Context: an optimization exercise on an open-source flow, tuned for small area. The choices shown serve that exercise and are no tape-out recipe.
RTL that was checked went through simulation tests only; none was proved equivalent to the original.
Only the layout flow was run in run 5; the RTL was not checked for function there.
Power and IR drop assume default switching activity.

$ cat flow/constraint.sdc
create_clock -name core_clock -period 6.0 [get_ports {clk}]
set_input_delay 1.2000 -clock core_clock [delete_from_list [all_inputs] [get_ports {clk}]]
set_output_delay 1.2000 -clock core_clock [all_outputs]
set_load 0.01 [all_outputs]
$ cat flow/run.sh
#!/bin/bash
# synth_recipe.tcl (not shown) runs the flow's synth.tcl, then flattens the netlist and writes it again
# the make line also repeats each setting of config.mk as NAME=value (left out here)
make -C /OpenROAD-flow-scripts/flow DESIGN_CONFIG=/design/flow/config.mk WORK_HOME=/design/flow/orfs CLKGATE_MAP_FILE= SYNTH_SCRIPT=/design/flow/synth_recipe.tcl finish
$ cat flow/design.v
`default_nettype none
package banco_registradores_pkg;
    localparam int DATA_W   = 32;
    localparam int ADDR_W   = 5;
    localparam int NUM_REGS = 32;   
    localparam int REG_ZERO = 0;
    typedef logic [DATA_W-1:0] word_t;
    typedef logic [ADDR_W-1:0] addr_t;
endpackage
`default_nettype wire
`default_nettype none
module banco_celula #(
    parameter int WIDTH = 32
) (
    input  wire logic             clk,
    input  wire logic             en,
    input  wire logic             en_n,
    input  wire logic [WIDTH-1:0] d,
    output logic      [WIDTH-1:0] q
);
    logic [WIDTH-1:0] r_q;
    always_ff @(posedge clk) begin
        r_q <= ({WIDTH{en}} & d) | ({WIDTH{en_n}} & r_q);
    end
    assign q = r_q;
endmodule
module banco_aoi3 (
    input  wire logic [2:0] s,
    input  wire logic [2:0] d,
    output logic            y_n
);
    assign y_n = ~((s[0] & d[0]) | (s[1] & d[1]) | (s[2] & d[2]));
endmodule
module banco_leitura_bit (
    input  wire logic [31:1] sel,
    input  wire logic [31:1] d,
    output logic             y
);
    logic [10:0] w_n;
    for (genvar g = 0; g < 10; g++) begin : g_aoi
        banco_aoi3 u_aoi (
            .s   (sel[3*g+3:3*g+1]),
            .d   (d[3*g+3:3*g+1]),
            .y_n (w_n[g])
        );
    end
    assign w_n[10] = ~(sel[31] & d[31]);
    assign y = ~&w_n;
endmodule
`default_nettype wire
`default_nettype none
module banco_registradores #(
    parameter int DATA_W   = banco_registradores_pkg::DATA_W,
    parameter int ADDR_W   = banco_registradores_pkg::ADDR_W,
    parameter int NUM_REGS = banco_registradores_pkg::NUM_REGS
) (
    input  wire logic              clk,
    input  wire logic              rst,
    input  wire logic              uc_escrita,
    input  wire logic [DATA_W-1:0] dado_p_escrita,
    input  wire logic [ADDR_W-1:0] endereco_escrita,
    input  wire logic [ADDR_W-1:0] endereco_leitura_1,
    input  wire logic [ADDR_W-1:0] endereco_leitura_2,
    output logic      [DATA_W-1:0] dado_leitura_1,
    output logic      [DATA_W-1:0] dado_leitura_2
);
    logic [DATA_W-1:0]   w_regs [1:NUM_REGS-1];
    logic [NUM_REGS-1:1] w_we;
    logic [NUM_REGS-1:1] r_valid;
    logic [NUM_REGS-1:1] w_sel_1;
    logic [NUM_REGS-1:1] w_sel_2;
    generate
        for (genvar i = 1; i < NUM_REGS; i++) begin : g_celula
            assign w_we[i] = uc_escrita &&
                             (endereco_escrita == ADDR_W'(i));
            always_ff @(posedge clk or negedge rst) begin
                if (!rst) begin
                    r_valid[i] <= 1'b0;
                end else if (w_we[i]) begin
                    r_valid[i] <= 1'b1;
                end
            end
            banco_celula #(
                .WIDTH (DATA_W)
            ) u_celula (
                .clk  (clk),
                .en   (w_we[i]),
                .en_n (~w_we[i]),
                .d    (dado_p_escrita),
                .q    (w_regs[i])
            );
            assign w_sel_1[i] = r_valid[i] && (endereco_leitura_1 == ADDR_W'(i));
            assign w_sel_2[i] = r_valid[i] && (endereco_leitura_2 == ADDR_W'(i));
        end
        for (genvar b = 0; b < DATA_W; b++) begin : g_leitura
            logic [NUM_REGS-1:1] w_col;
            for (genvar i = 1; i < NUM_REGS; i++) begin : g_col
                assign w_col[i] = w_regs[i][b];
            end
            banco_leitura_bit u_leitura_1 (
                .sel (w_sel_1),
                .d   (w_col),
                .y   (dado_leitura_1[b])
            );
            banco_leitura_bit u_leitura_2 (
                .sel (w_sel_2),
                .d   (w_col),
                .y   (dado_leitura_2[b])
            );
        end
    endgenerate
endmodule
`default_nettype wire
$ cat flow/config.mk
export PLATFORM = sky130hd
export DESIGN_NAME = banco_registradores
export DESIGN_NICKNAME = banco_registradores
export VERILOG_FILES = /design/flow/design.v
export SDC_FILE = /design/flow/constraint.sdc
export NUM_CORES = 4
export LEC_CHECK = 0
export CAP_MARGIN = 20
export CORE_MARGIN = 2
export CORE_UTILIZATION = 40
export SETUP_SLACK_MARGIN = 0.4
export SLEW_MARGIN = 20
export SYNTH_HIERARCHICAL = 1
==> results_dict.tcl, run 1 <==
set metrics [dict create \
    critPathArrivalTime_ns 4.38 \
    worstMarginPinSlew_ns 1.20 \
    synthDistinctLibCells 32 \
    worstPathRequired_ns 4.80 \
    num_vias 38912 \
    cts_buffers 106 \
    start_util_pct 40.3 \
    fin_nets 3559 \
    maxCapViolations 0 \
    grt_setup_unrepaired "no" \
    cts_hold_buf 0 \
    core_um2 102000 \
    routedWlPerCell_um 37.5 \
    dp_hpwl_mm 104 \
    hold_viol_final 0 \
    min_period_ns 5.58 \
    clkPwrFrac_pct 37.9 \
    synth-simple-area-share_pct 5.06 \
    synth_xor_area_share_pct 0 \
    ys_ff_latch 1023 \
    cts.clk_slew.worst_paths_ns 0.06 \
    switching_share_pct 26.9 \
    worstSetupPathType "in -> out" \
    layout-drive-gt1-share_pct 14.1 \
    worstPathMaxFanout 32 \
    grt_pass1_wl_mm 260 \
    grt_overflow 0 \
    die_w_um 324 \
    antenna_found_initial 2 \
    p_sw_mw 4.99 \
    synth_edf_count 0 \
    drt-total-wl_mm 186 \
    multi_input_comb_area_um2 18600 \
    place.port_buffers 113 \
    synthesis.area_um2 41000 \
    synth_ff_type "dfxtp_1" \
    most-common-layout-cells "dfxtp_1 (992), a22o_1 (930), a222oi_1 (640)" \
    start_kind "primary input" \
    seq_area_um2 20600 \
    p_leak_nw 19.6 \
    slew_headroom_pct 19.5 \
    final_max_slew_viol_count 0 \
    muxShareOfSynthArea_pct 0 \
    synth_nets 3375 \
    comb_power_share_pct 12.1 \
    gp_congestion 0.975 \
    tns_ns 0 \
    synth_top_family_by_area "compound AO/OA/AOI/OAI gates" \
    grt.total_usage_pct 33.6 \
    skew_ns 0 \
    seqPwrFrac_pct 50.1 \
    cts.sinks 1023 \
    power.total_mw 18.5 \
    ys_async_sr_fraction_pct 3.03 \
    insertion_delay_ns 0.68 \
    p_per_area_nw_per_um2 388 \
    intPower_mw 13.5 \
    period_share_pct 93.0 \
    final_common_cell "dfxtp_1" \
    max_freq_mhz 179 \
    first_pass_iters 14 \
    drtAntennaViolNets 0 \
    hp-class "reg -> reg" \
    finalSetupViolations 0 \
    synthAdderAreaFrac_pct 0 \
    cts_buffer_depth 3 \
    h-tree-depth 3 \
    fp.dieArea_um2 105000 \
    rows 117 \
    yosys_warnings 9 \
    grt_max_degree 33 \
    ios 114 \
    cts_root_buffer "clkbuf_16" \
    synth_compound_area_share_pct 39.3 \
    yosysSeqAreaShare_pct 50.3 \
    grt_pass1_vias 36243 \
    synthCells 3325 \
    synth.avg_cell_area_um2 12.3 \
    outcome "no timing/DRC/antenna violations" \
    die_y_um 324 \
    post-route-drc-count 0 \
    end_kind "primary output" \
    syn_to_final_growth_pct 16.4 \
    vdd_drop_max_v 0.000267 \
    cts_tree "yes" \
    dr.first_iter.drc_count 11089 \
    fillCellCount 9173 \
    vias_per_cell 7.84 \
]
Yosys stat by module (local to each module, per instance), a selection:
module / flops+latches / area [um^2] / cells inside
banco_registradores: 31 / 2150 / 259
banco_leitura_bit: 0 / 27.5 / 4
banco_aoi3: 0 / 10.0 / 1
worst max-delay path, stage by stage:
cell and delay (ns):
clkdlybuf4s50_1 0.45, nor2b_1 0.27, and3_2 0.30, buf_12 0.20
a222oi_1 0.41, nand4_1 0.41, a2111o_1 0.60, clkdlybuf4s50_1 0.52
registers in the layout, summed over array words and instances, names as in the netlist:
signal,count
r_valid,31
g_celula.u_celula.r_q,992
power by group through the flow:
stage          Clock [mW]  Combinational [mW]  Sequential, mW
6_report             7.02                2.23            9.27
5_1_grt              7.31                2.36            9.39
4_1_cts              7.03                2.16            9.17
3_5_place_dp            0                2.16            9.28
3_3_place_gp            0                2.09            9.28
2_1_floorplan           0                1.39            9.03
metal layers:
layer | share of wire (%) | up-vias | global-route usage (%)
met5 | 0.017 | - | 0.417
met4 | 6.6 | 4 | 19.6
met3 | 16 | 710 | 11.5
met2 | 39 | 3826 | 45.5
met1 | 38 | 18916 | 45.8
li1 | - | 15456 | -
Yosys cell counts (2+ instances only):
library cell | count | area share, %
a21o_1 | 31 | 0.57
nor2_1 | 32 | 0.29
nor3b_1 | 6 | 0.11
nor2b_1 | 8 | 0.12
nor3_1 | 2 | 0.024
a22o_1 | 930 | 20
clkbuf_1 | 10 | 0.091
a2111o_1 | 64 | 1.8
and4b_1 | 3 | 0.073
and3_1 | 64 | 0.98
buf_4 | 2 | 0.037
nand2_1 | 96 | 0.88
dfxtp_1 | 992 | 48
a222oi_1 | 640 | 16
nor4bb_1 | 2 | 0.049
nand2b_1 | 2 | 0.030
buf_6 | 187 | 5.1
nand4bb_1 | 3 | 0.082
a22o_2 | 62 | 1.5
nand4b_1 | 3 | 0.064
nor2_2 | 3 | 0.046
dfrtp_1 | 31 | 1.9
and2_1 | 3 | 0.046
and3b_1 | 6 | 0.13
nand4_1 | 129 | 2.0
buf_2 | 8 | 0.098
timing repair:
action | CTS | global route
endpoints found under the setup margin | 40 | 64
gates cloned | 0 | 3
buffers inserted | 0 | 1
gates resized for setup | 10 | 21
pin swaps | 2 | 14
final timing paths:
| check | startpoint | to | slack, ns | cells after the start |
|---|---|---|---|---|
| setup / recovery | endereco_leitura_2[3] | dado_leitura_2[27] | 0.42 | 8 |
| hold / removal | r_valid[1] | r_valid[1] | 0.47 | 1 |
| setup reg to reg | r_valid[28] | r_valid[28] | 5.10 | 1 |
| hold reg to reg | r_valid[1] | r_valid[1] | 0.47 | 1 |
| max in group asynchronous | rst | r_valid[23] | 4.70 | 2 |
| min in group asynchronous | rst | r_valid[20] | 0.94 | 2 |
final cells by class:
cell class / instances / area share (%)
Multi-Input combinational cell: 2098 / 39.0
Timing Repair Buffer: 280 / 6.47
Clock buffer: 157 / 6.58
Tap cell: 1368 / 3.58
Clock inverter: 35 / 1.12
Antenna cell: 1 / 0.00524
Sequential cell: 1023 / 43.2
cells by family after synthesis:
group                  Yosys count
AO/OA/AOI/OAI                 1727
buffers and inverters          207
flip-flops                    1023
AND/OR/NAND/NOR                368
stage by stage:
| stage | instance area, um^2 | worst slack, ns | hold WS (ns) | utilization, % | cells |
|---|---|---|---|---|---|
| after floorplan | 41000 | 2.05 | 0.433 | - | 3325 |
| after global placement | 43800 | 0.250 | 0.444 | 43.0 | 4760 |
| after detailed placement | 43800 | 0.220 | 0.451 | 43.0 | 4760 |
| after CTS | 47500 | 0.375 | 0.466 | 46.7 | 4952 |
| after global routing | 47800 | 0.414 | 0.490 | 47.0 | 4961 |
| final | 47800 | 0.420 | 0.472 | 47.0 | 4962 |
==> inputs of run 2 (changes only) <==
--- a/flow/design.v
+++ b/flow/design.v
@@ -20,5 +20,22 @@
 );
-    logic [WIDTH-1:0] r_q;
+    for (genvar b = 0; b < WIDTH; b++) begin : g_bit
+        banco_bit u_bit (
+            .clk  (clk),
+            .en   (en),
+            .en_n (en_n),
+            .d    (d[b]),
+            .q    (q[b])
+        );
+    end
+endmodule
+module banco_bit (
+    input  wire logic clk,
+    input  wire logic en,
+    input  wire logic en_n,
+    input  wire logic d,
+    output logic      q
+);
+    logic r_q;
     always_ff @(posedge clk) begin
-        r_q <= ({WIDTH{en}} & d) | ({WIDTH{en_n}} & r_q);
+        r_q <= (en & d) | (en_n & r_q);
     end
==> flow/flow/run.sh (new file) <==
#!/bin/bash
# Standard ORFS layout (the standard.sh) with these changes:
#  - the ports are buffered with the smallest buffer, buf_1, instead of the
#    default buffer_ports choice;
#  - CTS inserts no dummy loads;
#  - after global routing, gates off the critical paths are downsized
#    (ORFS's power recovery, which also recovers area).
export BUFFER_PORTS_ARGS="-buffer_cell sky130_fd_sc_hd__buf_1"
export CTS_ARGS="-sink_clustering_enable -repair_clock_nets -sink_clustering_size 12 -sink_clustering_max_diameter 50 -buf_list sky130_fd_sc_hd__clkbuf_8 -dont_use_dummy_load"
export RECOVER_POWER=100
# ORFS writes each step's full log under orfs/logs/; standard.log has make's output.
bash standard.sh finish > standard.log 2>&1
==> flow/standard.sh (new file) <==
#!/bin/bash
# synth_recipe.tcl (not shown) runs the flow's synth.tcl, then flattens the netlist and writes it again
# the make line also repeats each setting of config.mk as NAME=value (left out here)
make -C /OpenROAD-flow-scripts/flow DESIGN_CONFIG=/design/flow/config.mk WORK_HOME=/design/flow/orfs CLKGATE_MAP_FILE= SYNTH_SCRIPT=/design/flow/synth_recipe.tcl "${@:-finish}"
--- a/flow/config.mk
+++ b/flow/config.mk
@@ -9,3 +9,3 @@
 export CORE_MARGIN = 2
-export CORE_UTILIZATION = 40
+export CORE_UTILIZATION = 55
 export SETUP_SLACK_MARGIN = 0.4
removed: flow/run.sh
==> results_dict.tcl, run 2 <==
set metrics [dict create \
    fp.dieArea_um2 72800 \
    min_path_cells 1 \
    synth_nets 3189 \
    finalSetupViolations 0 \
    ios 114 \
    synthesis.area_um2 38900 \
    intPower_mw 10.8 \
    grt.total_usage_pct 50.3 \
    regMostFlops "g_celula.u_celula.g_bit.u_bit.r_q" \
    crit_chain "clkbuf_1 -> nor3b_1 -> and3_2 -> a222oi_1 -> nand4_1 -> a2111o_1 -> buf_1" \
    synth_ff_type "dfxtp_1" \
    fin_nets 3524 \
    die_y_um 270 \
    rows 97 \
    clkPwrFrac_pct 25.8 \
    place.port_buffers 113 \
    most-common-layout-cells "a22o_1 (992), dfxtp_1 (992), a222oi_1 (640)" \
    first_pass_iters 17 \
    die_w_um 270 \
    wl_met1_mm 64.5 \
    grt_pass1_vias 38544 \
    worst_path_largest_cell_delay_ns 1.09 \
    yosys.area.top_type "dfxtp_1" \
    max_freq_mhz 175 \
    start_util_pct 55.5 \
    worstPathRequired_ns 4.80 \
    gp_congestion 1.03 \
    vias_per_cell 9.08 \
    dp_cells 4300 \
    grt_setup_unrepaired "no" \
    grt_pass1_wl_mm 271 \
    cts_buffers 108 \
    met2WireLength_mm 75.9 \
    layout-drive-gt1-share_pct 7.52 \
    dr.first_iter.drc_count 10602 \
    p_sw_mw 4.55 \
    yosysSeqAreaShare_pct 53.1 \
    grt_overflow 0 \
    cts_hold_buf 0 \
    hp-start "r_valid[13]" \
    outcome "finished with violations" \
    p_per_area_nw_per_um2 358 \
    start_kind "primary input" \
    synthDistinctLibCells 30 \
    drtAntennaViolNets 0 \
    seqPwrFrac_pct 60.6 \
    cts_tree "yes" \
    grt_max_degree 33 \
    end_kind "primary output" \
    ys_ff_latch 1023 \
    insertion_delay_ns 0.76 \
    crit_start "endereco_leitura_1[3]" \
    hp-class "reg -> reg" \
    hold_viol_final 0 \
    drt-total-wl_mm 192 \
    final_cells 4423 \
    check.faults "capacitance limit, slew limit" \
    syn_to_final_growth_pct 10.5 \
    largest_reg_flops 992 \
    antenna_found_initial 17 \
    tns_ns 0 \
    netlist.area_leader.share_pct 51.1 \
    synthTopCellsByCount "a22o_1 (992), dfxtp_1 (992), a222oi_1 (640)" \
    maxUsedRoutingLayer "met5" \
    post_cts_buffers 0 \
    num_vias 40151 \
    cts.clk_slew.worst_paths_ns 0.06 \
    vdd_drop_max_v 0.000218 \
    worstPathMaxFanout 32 \
    synthCells 3139 \
    hold_end "r_valid[13]" \
    final_max_slew_viol_count 866 \
    cts_root_buffer "clkbuf_8" \
    crit_slowest_cell "and3_2" \
    dp_hpwl_mm 111 \
    switching_share_pct 29.6 \
    core_um2 70000 \
    synth_edf_count 0 \
    post-route-drc-count 0 \
    min_period_ns 5.71 \
    maxCapViolations 35 \
    h-tree-depth 3 \
    worst-r2r-cell-count 1 \
    r2r_slack_ns 5.25 \
    yosys_warnings 9 \
    worstMarginPinSlew_ns 3.39 \
    slew_headroom_pct -127 \
    dr_wl_met3_mm 36.0 \
    comb_power_share_pct 13.6 \
    p_leak_nw 17.7 \
    critPathArrivalTime_ns 4.51 \
    skew_ns 0 \
    worstSetupPathType "in -> out" \
    period_share_pct 95.1 \
    routedWlPerCell_um 43.5 \
    rr_endpoint "r_valid[30]" \
    synth.avg_cell_area_um2 12.4 \
    cts.sinks 1023 \
    ys_async_sr_fraction_pct 3.03 \
    cts_buffer_depth 3 \
    r2r_start "r_valid[30]" \
    ys_top_cells_by_area "dfxtp_1 (51%), a22o_1 (22%), a222oi_1 (16%)" \
    power.total_mw 15.4 \
    top_regs "g_celula.u_celula.g_bit.u_bit.r_q x992, r_valid x31" \
]
[run 2: changes by cell type in the layout (fill, tap and decap cells not counted), sizes merged, moves of 2 or more]
cell,delta
inv,-2
clkinvlp,-3
bufinv,-12
dlymetal6s2s,-8
clkinv,-18
clkbuf,+7
diode,+10
clkdlybuf4s50,-105
and3,-3
buf,+23
[run 2: cell type report]
class | count | area [um^2]
multi-input cells | 2095 | 18200
flip-flops and latches | 1023 | 20600
well taps | 940 | 1180
clock buffers | 108 | 1490
diodes | 11 | 27.5
repair buffers | 246 | 1400
fillers | 5732 | 27100
[run 2: kinds of logic after synthesis]
kind of cell | count (synthesis) | share of synthesized area, %
buf+inv | 21 | 0.283
simple gates | 368 | 5.32
compound gates | 1727 | 41.3
flops | 1023 | 53.1
[run 2: per-stage QoR]
| step | util (%) | hold slack, ns | cell area [um^2] | setup slack (ns) |
|---|---|---|---|---|
| CTS | 61.8 | 0.475 | 43300 | 0.593 |
| global route | 61.3 | 0.509 | 42900 | 0.289 |
| finish | 61.3 | 0.479 | 42900 | 0.295 |
| floorplan | - | 0.433 | 38900 | 2.05 |
| detailed placement | 59.7 | 0.457 | 41800 | 0.599 |
| global placement | 59.4 | 0.451 | 41600 | 0.611 |
[run 2: repair_timing]
item	CTS	global route
hold endpoints to repair	0	0
resized for setup	0	1
endpoints found under the setup margin	0	8
[run 2: per-layer routing]
metal | up-vias | track usage [%]
met1 | 19362 | 60.7
li1 | 15296 | -
met5 | - | 0.329
met4 | 20 | 33.7
met3 | 1184 | 25.8
met2 | 4289 | 69.5
[run 2: per-module statistics from Yosys (local to each module, per instance), excerpt]
module               cells inside  copies in the design
banco_leitura_bit               4                    64
banco_aoi3                      1                   640
banco_bit                       2                   992
banco_registradores           259                     1
[run 2: worst max-delay path: cells and delay by family]
kind                   cells  cell delay [ns]
and+or+nand+nor            3             2.30
buffers and inverters      2             0.51
AOI/OAI and AO/OA          2             0.48
[run 2: worst max path at each step]
stage                     slack (ns)                 end  cells after the start
after global placement          0.61  dado_leitura_1[26]                      8
after global routing            0.29   dado_leitura_2[6]                      8
after floorplan                 2.05   dado_leitura_2[0]                      5
after CTS                       0.59  dado_leitura_1[26]                      8
after detailed placement        0.60  dado_leitura_1[26]                      8
final                           0.29  dado_leitura_1[23]                      7
[run 2: power groups by stage]
stage	sequential (mW)	combinational, mW	clock [mW]
after floorplan	9.03	1.35	0
after global placement	9.26	1.93	0
after detailed placement	9.36	2.01	0
after CTS	9.23	2.02	3.92
after global routing	9.42	2.20	4.19
final	9.31	2.09	3.96
==> inputs of run 3 (changes only) <==
==> flow/flow/run.sh (replaced) <==
#!/bin/bash
# Standard ORFS layout (the standard.sh) with these changes:
#  - the ports are buffered with the smallest buffer, buf_1, instead of the
#    default buffer_ports choice;
#  - CTS inserts no dummy loads; and
export BUFFER_PORTS_ARGS="-buffer_cell sky130_fd_sc_hd__buf_1"
export CTS_ARGS="-sink_clustering_enable -repair_clock_nets -sink_clustering_size 12 -sink_clustering_max_diameter 50 -buf_list sky130_fd_sc_hd__clkbuf_8 -dont_use_dummy_load"
# ORFS writes each step's full log under orfs/logs/; standard.log has make's output.
bash standard.sh finish > standard.log 2>&1
==> results_dict.tcl, run 3 <==
set metrics [dict create \
    outcome "no timing/DRC/antenna violations" \
    dp_hpwl_mm 111 \
    worst_path_largest_cell_delay_ns 1.10 \
    hold_end "r_valid[13]" \
    cts_root_buffer "clkbuf_8" \
    cpLargestDelayFamily "simple AND/OR/NAND/NOR gates" \
    regMostFlops "g_celula.u_celula.g_bit.u_bit.r_q" \
    routedWlPerCell_um 43.5 \
    cts_hold_buf 0 \
    top_regs "g_celula.u_celula.g_bit.u_bit.r_q x992, r_valid x31" \
    skew_ns 0 \
    most-common-layout-cells "a22o_1 (992), dfxtp_1 (992), a222oi_1 (640)" \
    r2r_slack_ns 5.24 \
    fin_area_um2 43400 \
    grt_overflow 0 \
    core_um2 70000 \
    grt_max_degree 33 \
    grt_pass1_vias 38544 \
    crit_slowest_cell "and3_2" \
    crit_chain "buf_1 -> nor3b_1 -> and3_2 -> a222oi_1 -> nand4_1 -> a2111o_1 -> buf_1" \
    yosys_warnings 9 \
    first_pass_iters 14 \
    yosysSeqAreaShare_pct 53.1 \
    start_kind "primary input" \
    post_dp_cell_area_um2 41800 \
    rr_endpoint "r_valid[30]" \
    tns_ns 0 \
    min_period_ns 5.71 \
    grt_pass1_wl_mm 271 \
    critPathArrivalTime_ns 4.51 \
    place.port_buffers 113 \
    h-tree-depth 3 \
    worstSetupPathType "in -> out" \
    vdd_drop_max_v 0.000219 \
    drt-total-wl_mm 192 \
    place_ws_ns 0.599 \
    comb_power_share_pct 13.7 \
    grt_setup_unrepaired "no" \
    switching_share_pct 29.6 \
    p_per_area_nw_per_um2 354 \
    hold_ws_ns 0.476 \
    cts.sinks 1023 \
    maxCapViolations 0 \
    maxUsedRoutingLayer "met5" \
    power.total_mw 15.4 \
    ys_top_cells_by_area "dfxtp_1 (51%), a22o_1 (22%), a222oi_1 (16%)" \
    finalSetupViolations 0 \
    hold_viol_final 0 \
    vias_per_cell 9.11 \
    gp_congestion 1.03 \
    synthesis.area_um2 38900 \
    crit_start "endereco_leitura_1[3]" \
    p_leak_nw 17.9 \
    intPower_mw 10.8 \
    antenna_found_initial 17 \
    r2r_start "r_valid[30]" \
    wl_met1_mm 64.5 \
    synth_edf_count 0 \
    cts_buffers 108 \
    synth.avg_cell_area_um2 12.4 \
    hp-start "r_valid[13]" \
    ys_async_sr_fraction_pct 3.03 \
    fillCellCount 5658 \
    seqPwrFrac_pct 60.5 \
    final_max_slew_viol_count 0 \
    min_path_cells 1 \
    slew_headroom_pct 14.0 \
    worstMarginPinSlew_ns 1.29 \
    cts_buffer_depth 3 \
    layout-drive-gt1-share_pct 9.16 \
    synthCells 3139 \
    largest_reg_flops 992 \
    die_w_um 270 \
    fin_nets 3524 \
    netlist.area_leader.share_pct 51.1 \
    worstPathMaxFanout 32 \
    cts_resized 0 \
    worst-r2r-cell-count 1 \
    crit_buf_inv 2 \
    synthTopCellsByCount "a22o_1 (992), dfxtp_1 (992), a222oi_1 (640)" \
    cts.clk_slew.worst_paths_ns 0.06 \
    start_util_pct 55.5 \
    cts_tree "yes" \
    post_cts_buffers 0 \
    ios 114 \
    syn_to_final_growth_pct 11.7 \
    rows 97 \
    post-route-drc-count 0 \
    hp-class "reg -> reg" \
    num_vias 40250 \
    dr_wl_met3_mm 36.2 \
    period_share_pct 95.2 \
    cpMostUsedCell "buf_1" \
    insertion_delay_ns 0.77 \
    worstPathRequired_ns 4.80 \
    fin_ws_ns 0.290 \
    clkPwrFrac_pct 25.8 \
    ys_ff_latch 1023 \
    dr.first_iter.drc_count 10538 \
    fp.dieArea_um2 72800 \
    synth_nets 3189 \
    drtAntennaViolNets 0 \
    yosys.area.top_type "dfxtp_1" \
    synthDistinctLibCells 30 \
    met2WireLength_mm 76.3 \
    end_kind "primary output" \
    max_freq_mhz 175 \
    die_y_um 270 \
    p_sw_mw 4.56 \
    synth_ff_type "dfxtp_1" \
    grt.total_usage_pct 50.3 \
]
[run 3: worst max-delay path by stage]
stage / cells past startpoint / slack (ns) / to
finish: 7 / 0.29 / dado_leitura_1[23]
floorplan: 5 / 2.05 / dado_leitura_2[0]
global route: 7 / 0.43 / dado_leitura_1[23]
CTS: 8 / 0.59 / dado_leitura_1[26]
detailed placement: 8 / 0.60 / dado_leitura_1[26]
global placement: 8 / 0.61 / dado_leitura_1[26]
[run 3: power groups by stage]
stage | combinational [mW] | clock (mW) | sequential, mW
2_1_floorplan | 1.35 | 0 | 9.03
5_1_grt | 2.21 | 4.19 | 9.42
4_1_cts | 2.02 | 3.92 | 9.23
6_report | 2.11 | 3.96 | 9.31
3_5_place_dp | 2.01 | 0 | 9.36
3_3_place_gp | 1.93 | 0 | 9.26
[run 3: cell type report]
cell class	count	area, um^2	area share (%)
Sequential cell	1023	20600	47.5
Multi-Input combinational cell	2095	18400	42.4
Timing Repair Buffer	246	1690	3.90
Clock buffer	108	1490	3.42
Tap cell	940	1180	2.71
Antenna cell	8	20.0	0.0461
[run 3: per-stage QoR]
stage                     std cells  utilization, %
after CTS                      4408            61.8
final                          4420            62.0
after global placement         4291            59.4
after global routing           4417            62.0
after floorplan                3139               -
after detailed placement       4300            59.7
[run 3: per-module statistics from Yosys, one instance, submodules excluded, excerpt]
module / area [um^2] / cells
banco_bit: 28.8 / 2
banco_leitura_bit: 27.5 / 4
banco_registradores: 2140 / 259
banco_aoi3: 10.0 / 1
[run 3: layer usage]
| metal | vias up | global-route usage, % |
|---|---|---|
| met5 | - | 0.329 |
| met4 | 16 | 33.7 |
| met3 | 1142 | 25.8 |
| met2 | 4327 | 69.5 |
| met1 | 19470 | 60.7 |
| li1 | 15295 | - |
[run 3: logic make-up after synthesis]
logic type	share of synthesized area (%)
flops	53.1
buf+inv	0.283
compound gates	41.3
simple gates	5.32
==> inputs of run 4 (changes only) <==
--- a/flow/flow/run.sh
+++ b/flow/flow/run.sh
@@ -6,3 +6,3 @@
 export BUFFER_PORTS_ARGS="-buffer_cell sky130_fd_sc_hd__buf_1"
-export CTS_ARGS="-sink_clustering_enable -repair_clock_nets -sink_clustering_size 12 -sink_clustering_max_diameter 50 -buf_list sky130_fd_sc_hd__clkbuf_8 -dont_use_dummy_load"
+export CTS_ARGS="-sink_clustering_enable -repair_clock_nets -sink_clustering_size 8 -sink_clustering_max_diameter 40 -buf_list sky130_fd_sc_hd__clkbuf_4 -dont_use_dummy_load"
 # ORFS writes each step's full log under orfs/logs/; standard.log has make's output.
==> results_dict.tcl, run 4 <==
set metrics [dict create \
    most-common-layout-cells "a22o_1 (992), dfxtp_1 (992), a222oi_1 (640)" \
    period_share_pct 94.7 \
    top_regs "g_celula.u_celula.g_bit.u_bit.r_q x992, r_valid x31" \
    synth-simple-area-share_pct 5.32 \
    cts_buffers 158 \
    cts_buffer_depth 3 \
    p_leak_nw 17.8 \
    cts.clk_slew.worst_paths_ns 0.09 \
    layout-drive-gt1-share_pct 10.5 \
    dp_hpwl_mm 111 \
    rows 97 \
    largest_reg_flops 992 \
    dr.first_iter.drc_count 11287 \
    grt_setup_unrepaired "no" \
    worstPathRequired_ns 4.80 \
    tns_ns 0 \
    synth_xor_area_share_pct 0 \
    insertion_delay_ns 1.00 \
    synth_ff_type "dfxtp_1" \
    worstMarginPinSlew_ns 1.26 \
    h-tree-depth 4 \
    slew_headroom_pct 16.2 \
    worstPathMaxFanout 32 \
    netlist.area_leader.share_pct 51.1 \
    ys_ff_latch 1023 \
    worstSetupPathType "in -> out" \
    hp-class "in -> async" \
    drt-total-wl_mm 193 \
    place.port_buffers 113 \
    cts_hold_buf 0 \
    cts.sinks 1023 \
    vias_per_cell 9.11 \
    dp_cells 4300 \
    synthAdderAreaFrac_pct 0 \
    synth_edf_count 0 \
    fin_nets 3575 \
    cts_tree "yes" \
    syn_to_final_growth_pct 11.0 \
    num_vias 40801 \
    synthTopCellsByCount "a22o_1 (992), dfxtp_1 (992), a222oi_1 (640)" \
    synth_compound_area_share_pct 41.3 \
    rr_endpoint "r_valid[19]" \
    synthesis.area_um2 38900 \
    seq_area_um2 20600 \
    maxCapViolations 0 \
    synth.avg_cell_area_um2 12.4 \
    post-route-drc-count 0 \
    end_kind "primary output" \
    drtAntennaViolNets 0 \
    antenna_found_initial 21 \
    synth_top_family_by_area "compound AO/OA/AOI/OAI gates" \
    post_cts_buffers 0 \
    routedWlPerCell_um 43.0 \
    multi_input_comb_area_um2 18400 \
    ios 114 \
    cts_root_buffer "clkbuf_4" \
    final_cells 4479 \
    outcome "no timing/DRC/antenna violations" \
    skew_ns 0 \
    synthDistinctLibCells 30 \
    die_w_um 270 \
    hold_viol_final 0 \
    cts_resized 0 \
    hold_ws_ns 0.276 \
    first_pass_iters 22 \
    ys_async_sr_fraction_pct 3.03 \
    finalSetupViolations 0 \
    grt_max_degree 33 \
    p_per_area_nw_per_um2 347 \
    core_um2 70000 \
    grt_pass1_vias 38826 \
    yosys_warnings 9 \
    fp.dieArea_um2 72800 \
    grt_pass1_wl_mm 272 \
    start_kind "primary input" \
    die_y_um 270 \
    synth_nets 3189 \
    yosys.area.top_type "dfxtp_1" \
    regMostFlops "g_celula.u_celula.g_bit.u_bit.r_q" \
    gp_congestion 1.03 \
    critPathArrivalTime_ns 4.48 \
    worst-r2r-cell-count 1 \
    synthCells 3139 \
    start_util_pct 55.5 \
    ys_top_cells_by_area "dfxtp_1 (51%), a22o_1 (22%), a222oi_1 (16%)" \
    fillCellCount 5733 \
    r2r_slack_ns 5.25 \
    yosysSeqAreaShare_pct 53.1 \
    min_period_ns 5.68 \
    grt_overflow 0 \
    r2r_start "r_valid[19]" \
    muxShareOfSynthArea_pct 0 \
    grt.total_usage_pct 50.5 \
    vdd_drop_max_v 0.000199 \
    max_freq_mhz 176 \
    final_max_slew_viol_count 0 \
]
run 4: per-stage QoR:
stage / total power [mW] / area (um^2) / util (%) / setup slack (ns)
floorplan: 10.4 / 38900 / - / 2.05
global placement: 11.2 / 41600 / 59.4 / 0.611
detailed placement: 11.4 / 41800 / 59.7 / 0.599
CTS: 14.8 / 43000 / 61.4 / 0.593
global route: 15.5 / 43100 / 61.6 / 0.439
finish: 15.0 / 43100 / 61.6 / 0.316
run 4: final cells by class:
cell class / instances / area share, %
Antenna cell: 16 / 0.0928
Clock buffer: 158 / 2.75
Multi-Input combinational cell: 2095 / 42.6
Sequential cell: 1023 / 47.8
Tap cell: 940 / 2.73
Timing Repair Buffer: 247 / 3.97
run 4: critical path, stage by stage:
cell and delay, ns:
buf_1 0.35, nor3b_1 0.63, and3_2 1.11, a222oi_1 0.32, nand4_1 0.39, a2111o_1 0.28, buf_1 0.19
run 4: kinds of logic (layout without fill, tap and decap cells):
group,Yosys count,after routing
flops,1023,1023
other cells,0,16
compound gates,1727,1727
simple gates,368,368
buf+inv,21,405
run 4: modules after synthesis (local to each module, per instance), excerpt:
module               flops+latches  area, um^2  cells  copies in the design
banco_registradores             31        2140    259                     1
banco_bit                        1        28.8      2                   992
banco_leitura_bit                0        27.5      4                    64
banco_aoi3                       0        10.0      1                   640
run 4: where the power goes:
part / leakage (nW) / internal [mW] / switching (mW)
logic: 8.49 / 1.07 / 1.03
registers: 8.61 / 8.15 / 1.15
clock network: 0.727 / 1.21 / 2.37
run 4: per-layer routing:
layer | up-vias | global-route usage [%] | share of wire [%]
li1 | 15463 | - | -
met1 | 19701 | 61.5 | 34
met2 | 4455 | 70.1 | 40
met3 | 1164 | 25.0 | 19
met4 | 18 | 33.0 | 8.0
met5 | - | 0.329 | 0.078
run 4: how the worst max path moves through the flow:
stage | start | end | depth (start not counted)
floorplan | endereco_leitura_2[3] | dado_leitura_2[0] | 5
global placement | endereco_leitura_1[3] | dado_leitura_1[26] | 8
detailed placement | endereco_leitura_1[3] | dado_leitura_1[26] | 8
CTS | endereco_leitura_1[3] | dado_leitura_1[26] | 8
global route | endereco_leitura_1[3] | dado_leitura_1[2] | 7
finish | endereco_leitura_1[3] | dado_leitura_1[2] | 7
==> inputs of run 5 (changes only) <==
==> flow/design.v (replaced) <==
`default_nettype none
package banco_registradores_pkg;
    localparam int DATA_W   = 32;
    localparam int ADDR_W   = 5;
    localparam int NUM_REGS = 32;   
    localparam int REG_ZERO = 0;
    typedef logic [DATA_W-1:0] word_t;
    typedef logic [ADDR_W-1:0] addr_t;
endpackage
`default_nettype wire
`default_nettype none
module banco_celula #(
    parameter int WIDTH = 32
) (
    input  wire logic             clk,
    input  wire logic             rst,
    input  wire logic             en,
    input  wire logic [WIDTH-1:0] d,
    output logic      [WIDTH-1:0] q
);
    logic [WIDTH-1:0] r_q;
    always_ff @(posedge clk or negedge rst) begin
        if (!rst) begin
            r_q <= '0;
        end else if (en) begin
            r_q <= d;
        end
    end
    assign q = r_q;
endmodule
`default_nettype wire
`default_nettype none
module banco_registradores #(
    parameter int DATA_W   = banco_registradores_pkg::DATA_W,
    parameter int ADDR_W   = banco_registradores_pkg::ADDR_W,
    parameter int NUM_REGS = banco_registradores_pkg::NUM_REGS
) (
    input  wire logic              clk,
    input  wire logic              rst,
    input  wire logic              uc_escrita,
    input  wire logic [DATA_W-1:0] dado_p_escrita,
    input  wire logic [ADDR_W-1:0] endereco_escrita,
    input  wire logic [ADDR_W-1:0] endereco_leitura_1,
    input  wire logic [ADDR_W-1:0] endereco_leitura_2,
    output logic      [DATA_W-1:0] dado_leitura_1,
    output logic      [DATA_W-1:0] dado_leitura_2
);
    localparam int REG_ZERO = banco_registradores_pkg::REG_ZERO;
    logic [DATA_W-1:0] w_regs [NUM_REGS];
    logic [NUM_REGS-1:0] w_we;
    assign w_regs[REG_ZERO] = '0;
    assign w_we[REG_ZERO]   = 1'b0;
    generate
        for (genvar i = 1; i < NUM_REGS; i++) begin : g_celula
            assign w_we[i] = uc_escrita &&
                             (endereco_escrita == ADDR_W'(i));
            banco_celula #(
                .WIDTH (DATA_W)
            ) u_celula (
                .clk (clk),
                .rst (rst),
                .en  (w_we[i]),
                .d   (dado_p_escrita),
                .q   (w_regs[i])
            );
        end
    endgenerate
    assign dado_leitura_1 = w_regs[endereco_leitura_1];
    assign dado_leitura_2 = w_regs[endereco_leitura_2];
endmodule
`default_nettype wire
==> flow/run.sh (new file) <==
#!/bin/bash
# synth_recipe.tcl (not shown) runs the flow's synth.tcl, then flattens the netlist and writes it again
# the make line also repeats each setting of config.mk as NAME=value (left out here)
make -C /OpenROAD-flow-scripts/flow DESIGN_CONFIG=/design/flow/config.mk WORK_HOME=/design/flow/orfs CLKGATE_MAP_FILE= SYNTH_SCRIPT=/design/flow/synth_recipe.tcl finish
--- a/flow/config.mk
+++ b/flow/config.mk
@@ -9,5 +9,4 @@
 export CORE_MARGIN = 2
-export CORE_UTILIZATION = 55
+export CORE_UTILIZATION = 40
 export SETUP_SLACK_MARGIN = 0.4
 export SLEW_MARGIN = 20
-export SYNTH_HIERARCHICAL = 1
removed: flow/flow/run.sh
removed: flow/standard.sh
==> results_dict.tcl, run 5 <==
set metrics [dict create \
    ys_top_cells_by_area "dfrtp_1 (49%), mux2_2 (22%), a22oi_1 (7.9%)" \
    cts_buffer_depth 3 \
    power.total_mw 19.1 \
    layout-drive-gt1-share_pct 35.3 \
    fillCellCount 11485 \
    synth_ff_type "dfrtp_1" \
    most-common-layout-cells "dfrtp_1 (992), mux2_2 (986), nand3_1 (549)" \
    synth_most_common_cell "dfrtp_1" \
    synthTopCellsByCount "dfrtp_1 (992), mux2_2 (986), nand3_1 (550)" \
    grt_setup_unrepaired "yes" \
    hold_viol_final 0 \
    worstSetupPathType "in -> out" \
    gp_congestion 0.939 \
    cts.sinks 992 \
    cts_buffers 108 \
    skew_ns 0 \
    cts_hold_buf 0 \
    synth_nets 4462 \
    netlist.area_leader.share_pct 49.1 \
    yosysSeqAreaShare_pct 49.1 \
    top_regs "g_celula.u_celula.r_q x992" \
    ys_async_sr_fraction_pct 100 \
    worstPathMaxFanout 26 \
    start_kind "primary input" \
    seq_area_um2 24800 \
    p_per_area_nw_per_um2 324 \
    critPathArrivalTime_ns 4.44 \
    ios 114 \
    first_pass_iters 10 \
    p_leak_nw 26.6 \
    outcome "no timing/DRC/antenna violations" \
    vias_per_cell 7.18 \
    grt_max_degree 131 \
    die_w_um 360 \
    post_dp_cell_area_um2 54800 \
    ys_ff_latch 992 \
    grt.total_usage_pct 35.6 \
    end_kind "primary output" \
    grt_pass1_vias 42770 \
    final_cells 6171 \
    start_util_pct 40.3 \
    vdd_drop_max_v 0.000226 \
    synthCells 4412 \
    antenna_found_initial 19 \
    dp_hpwl_mm 142 \
    yosys.area.top_type "dfrtp_1" \
    min_period_ns 5.64 \
    h-tree-depth 3 \
    synthDistinctLibCells 50 \
    final_common_cell "dfrtp_1" \
    dr.first_iter.drc_count 7405 \
    fin_nets 4478 \
    finish.utilization_pct 47.1 \
    r2r_slack_ns 5.14 \
    syn_to_final_growth_pct 16.9 \
    core_um2 126000 \
    yosys_warnings 4 \
    synth.avg_cell_area_um2 11.5 \
    cts_root_buffer "clkbuf_16" \
    place.port_buffers 113 \
    grt_pass1_wl_mm 330 \
    regMostFlops "g_celula.u_celula.r_q" \
    insertion_delay_ns 0.74 \
    grt_overflow 0 \
    slew_headroom_pct 21.1 \
    synth_edf_count 0 \
    cts_tree "yes" \
    place_ws_ns -0.113 \
    fin_ws_ns 0.357 \
    worst-r2r-cell-count 1 \
    drtAntennaViolNets 0 \
    hp-class "reg -> reg" \
    num_vias 44319 \
    drt-total-wl_mm 236 \
    routedWlPerCell_um 38.2 \
    finalSetupViolations 0 \
    post-route-drc-count 0 \
    dp_cells 5940 \
    period_share_pct 94.0 \
    tns_ns 0 \
    maxCapViolations 0 \
    multi_input_comb_area_um2 24300 \
    worstPathRequired_ns 4.80 \
    fp.dieArea_um2 129000 \
    final_max_slew_viol_count 0 \
    min_path_cells 1 \
    die_y_um 360 \
    hold_ws_ns 0.521 \
    fin_area_um2 59100 \
    rows 130 \
    largest_reg_flops 992 \
    max_freq_mhz 177 \
    synthesis.area_um2 50600 \
    cts.clk_slew.worst_paths_ns 0.06 \
    worstMarginPinSlew_ns 1.18 \
]
run 5: changes by cell type after synthesis, sizes merged, moves of 47 or more:
cell,change
a22oi,+535
buf,+155
nand4,+47
a222oi,-608
dfrtp,+961
dfxtp,-992
a2111o,-64
and3,+125
a2111oi,+62
a22o,-989
or4,+90
mux2,+999
nand3,+550
clkbuf,+319
run 5: area by class of cell:
cell class,instances,area share (%)
sequential,992,42.0
multi-input combinational,2923,41.1
timing repair buffer,401,7.14
clock buffer,161,5.46
tap,1650,3.49
clock inverter,36,0.792
antenna,6,0.0254
inverter,2,0.0127
run 5: metal layers:
metal	up-vias	share of wire [%]	track usage [%]
li1	16952	-	-
met1	22463	37	46.5
met2	3784	42	51.0
met3	1108	14	12.1
met4	12	7.3	21.2
met5	-	0.030	0
run 5: what timing repair did:
action,CTS,global route
gates resized for setup,54,68
setup buffers,14,14
pin swaps,2,6
cloned,0,0
endpoints found under the setup margin,61,61
run 5: path summary, 6_finish.rpt:
check	start	endpoint
min in group asynchronous	rst	g_celula[16].u_celula.r_q[6]
worst max-delay path	endereco_leitura_1[2]	dado_leitura_1[1]
max in group asynchronous	rst	g_celula[16].u_celula.r_q[13]
worst min-delay path	g_celula[18].u_celula.r_q[18]	g_celula[18].u_celula.r_q[18]
worst max register to register	g_celula[7].u_celula.r_q[15]	g_celula[7].u_celula.r_q[15]
worst min register to register	g_celula[18].u_celula.r_q[18]	g_celula[18].u_celula.r_q[18]
run 5: where the power goes:
| part | internal [mW] | switching [mW] | total, mW | leakage (nW) |
|---|---|---|---|---|
| Sequential | 8.00 | 1.21 | 9.22 | 12.7 |
| Clock | 4.10 | 2.97 | 7.07 | 1.82 |
| Combinational | 1.51 | 1.36 | 2.87 | 12.1 |
| Total | 13.6 | 5.54 | 19.1 | 26.6 |
run 5: critical path, cell delays in order:
cell and delay, ns:
clkdlybuf4s50_1 0.51, buf_12 0.13, buf_12 0.17, nand3b_1 0.17
buf_4 0.20, nor2_4 0.11, buf_12 0.20, a2111oi_1 0.48
nand3_1 0.14, or4_4 0.57, clkdlybuf4s50_1 0.50
run 5: kinds of logic (layout without fill, tap and decap cells):
family,Yosys count,in the layout,synth area share [%]
compound gates,683,683,10.6
buf+inv,497,600,4.24
flops,992,992,49.1
mux,1007,1007,22.4
other cells,0,6,0
simple gates,1233,1233,13.6

[afterwards: timing with drivers on the ports]
In the flow no input, the clock included, has a driving cell. The finished layouts below were timed again as built, in two steps. Step 1: set_driving_cell puts a clkbuf_16 on clk and a buf_2 on each other input, an assumption about the parent block. Step 2 also shifts input and output timing later by t, the mid clock arrival at the registers, as if the neighbouring blocks saw the same clock. Three values: no drivers, after step 1, after step 2; two values: the first two.
run | t, ns | setup slack, ns | slew at the worst register clock pin (ns) | worst slew at a driven data input, ns | pins driven straight from the clock port
run 1 | 0.756 | 0.420 / 0.401 / 0.401 | 0.07 / 0.07 | 0.05 | 1
run 2 | 0.834 | 0.295 / 0.253 / 0.253 | 0.09 / 0.09 | 0.16 | 1
run 3 | 0.835 | 0.290 / 0.250 / 0.250 | 0.09 / 0.09 | 0.16 | 1
run 4 | 1.054 | 0.316 / 0.278 / 0.278 | 0.10 / 0.10 | 0.18 | 1
run 5 | 0.820 | 0.357 / 0.326 / 0.326 | 0.07 / 0.07 | 0.14 | 1
For run 2, which loses most, drivers alone change the setup slack by -0.042 ns; drivers and shift together by -0.042 ns.
